Source: an optimization exercise on an open RTL-to-GDS flow (aim: small area). Production flows keep margins and buffers that such runs may drop. Only simulation tests tie the RTL to the original design; equivalence was not proved. Power is estimated from default activity; no workload was simulated.

==> flow/design.v (excerpt) <==
module adc_avg (
  input  logic           clk,
  input  logic           rst,
  input  logic           s_valid,
  input  logic [2:0]     s_ch,
  input  logic [adc_pkg::DW-1:0]  s_data,
  input  logic           cfg_wr,
  input  logic [2:0]     cfg_log2,
  input  logic           rd_en,
  input  logic [2:0]     rd_addr,
  output logic [adc_pkg::DW-1:0]  rd_data,
  output logic [adc_pkg::NCH-1:0] new_flags,
  output logic [adc_pkg::NCH-1:0] ovr_flags,
  input  logic           clr_ovr
);
  localparam int NCH      = adc_pkg::NCH;
  localparam int DW       = adc_pkg::DW;
  localparam int ACCW     = adc_pkg::ACCW;
  localparam int LOG2_MAX = adc_pkg::LOG2_MAX;
  localparam int LOG2_RST = adc_pkg::LOG2_RST;
  localparam int SW       = ACCW + LOG2_MAX;
  logic [2:0]          log2_q;
  logic [ACCW-1:0]     acc [NCH];
  logic [LOG2_MAX-1:0] cnt [NCH];
  logic [DW-1:0]       res [NCH];
  always_ff @(posedge clk) begin
    if (rst) begin
      log2_q <= 3'(LOG2_RST);
    end else if (cfg_wr) begin
  ...
Size in the first run: about 1100 cells after synthesis, about 63 I/O pins, ~17000 µm² of cells after synthesis.
Settings: LEC_CHECK=0, CAP_MARGIN=20, CORE_MARGIN=2, CORE_UTILIZATION=60, SLEW_MARGIN=20, SYNTH_HIERARCHICAL=1; clock period 6.0 ns.
standard.sh (not shown) runs the stock make flow with config.mk's settings and CLKGATE_MAP_FILE= SYNTH_SCRIPT=/design/flow/synth_recipe.tcl, a recipe that flattens the netlist after the stock synthesis.
==> flow/flow/run.sh <==
#!/bin/bash
# Standard ORFS layout (the standard.sh, unchanged synthesis) with two
# changes: CTS without dummy loads and with larger sink clusters, and
# minimum-size buffers on the ports (every port still gets its buffer).
set -euo pipefail
CTS="-sink_clustering_enable -repair_clock_nets -dont_use_dummy_load"
CTS="$CTS -buf_list sky130_fd_sc_hd__clkbuf_4 -sink_clustering_size 12 -sink_clustering_max_diameter 30"
bash standard.sh "CTS_ARGS=$CTS" \
  "BUFFER_PORTS_ARGS=-buffer_cell sky130_fd_sc_hd__buf_1" \
  finish > flow.log 2>&1
The first run went through all stages and came out clean.
Change:
--- a/flow/flow/run.sh
+++ b/flow/flow/run.sh
@@ -6,3 +6,3 @@
 CTS="-sink_clustering_enable -repair_clock_nets -dont_use_dummy_load"
-CTS="$CTS -buf_list sky130_fd_sc_hd__clkbuf_4 -sink_clustering_size 12 -sink_clustering_max_diameter 30"
+CTS="$CTS -buf_list sky130_fd_sc_hd__clkbuf_4 -sink_clustering_size 10 -sink_clustering_max_diameter 40"
 bash standard.sh "CTS_ARGS=$CTS" \
=> Global-route usage drops by 0.19 points. Setup slack gets better by 0.040 ns. Flip-flop and latch count is unchanged. Area after synthesis stays the same. Combinational power stays flat. Cell count drops by 1.2%. Power drops by 3.3%.
Change:
==> flow/flow/run.sh (replaced) <==
#!/bin/bash
# Standard ORFS layout (the standard.sh, unchanged synthesis) with three
# changes: CTS without dummy loads and with larger sink clusters, minimum-size
# buffers on the ports (every port still gets its buffer), and downsizing of
# gates off the critical paths after global routing (ORFS's RECOVER_POWER).
set -euo pipefail
CTS="-sink_clustering_enable -repair_clock_nets -dont_use_dummy_load"
CTS="$CTS -buf_list sky130_fd_sc_hd__clkbuf_4 -sink_clustering_size 10 -sink_clustering_max_diameter 40"
bash standard.sh "CTS_ARGS=$CTS" \
  "BUFFER_PORTS_ARGS=-buffer_cell sky130_fd_sc_hd__buf_1" \
  "RECOVER_POWER=100" \
  finish > flow.log 2>&1
Outcome: The new run completed, yet does not pass: capacitance limit, slew limit. Routed wire length is about the same. Clock-buffer cell count stays the same. Cell count is unchanged. Final area decreases by 1.0%. Sequential power barely changes.
Change:
==> flow/flow/run.sh (replaced) <==
#!/bin/bash
# Standard ORFS layout (the standard.sh, unchanged synthesis) with two
# changes: CTS without dummy loads and with larger sink clusters, and
# minimum-size buffers on the ports (every port still gets its buffer).
set -euo pipefail
CTS="-sink_clustering_enable -repair_clock_nets -dont_use_dummy_load"
CTS="$CTS -buf_list sky130_fd_sc_hd__clkbuf_2 -sink_clustering_size 6 -sink_clustering_max_diameter 30"
bash standard.sh "CTS_ARGS=$CTS" \
  "BUFFER_PORTS_ARGS=-buffer_cell sky130_fd_sc_hd__buf_1" \
  finish > flow.log 2>&1
This time the run produced a clean layout. Via count increases slightly. Synthesized cell count stays the same. Total power came out higher slightly.

[afterwards: timing with drivers on the ports]
Ports are ideal in the flow. The routed layouts listed here were re-timed in OpenROAD.
Step 1: set_driving_cell puts a clkbuf_16 on clk and a buf_2 on each other input, an assumption about the parent block.
Step 2 moves the port delays by t, midway between the first and last clock arrival at a register: inputs arrive t later, outputs are due t later. That takes back most of the time a late clock gives input paths.
Three values: ideal, step 1, step 2; two values: the first two.
| run | shift t [ns] | setup WS [ns] | worst hold slack (ns) | worst setup path after step 2 | cell pins on the clock port's net |
|---|---|---|---|---|---|
| the first run | 0.702 | 0.940 / 0.965 / 0.264 | 0.456 / 0.456 / 0.456 | input to register | 1 |
| the second run | 0.725 | 0.980 / 1.005 / 0.280 | 0.462 / 0.462 / 0.462 | input to register | 1 |
| the third run | 0.728 | 0.630 / 0.656 / -0.071 | 0.463 / 0.463 / 0.463 | input to register | 1 |
| the fourth run | 0.833 | 1.074 / 1.098 / 0.265 | 0.458 / 0.458 / 0.458 | input to register | 1 |
The setup slack of the fourth run, which loses most, moves by +0.024 ns with the drivers and by -0.809 ns with both steps.
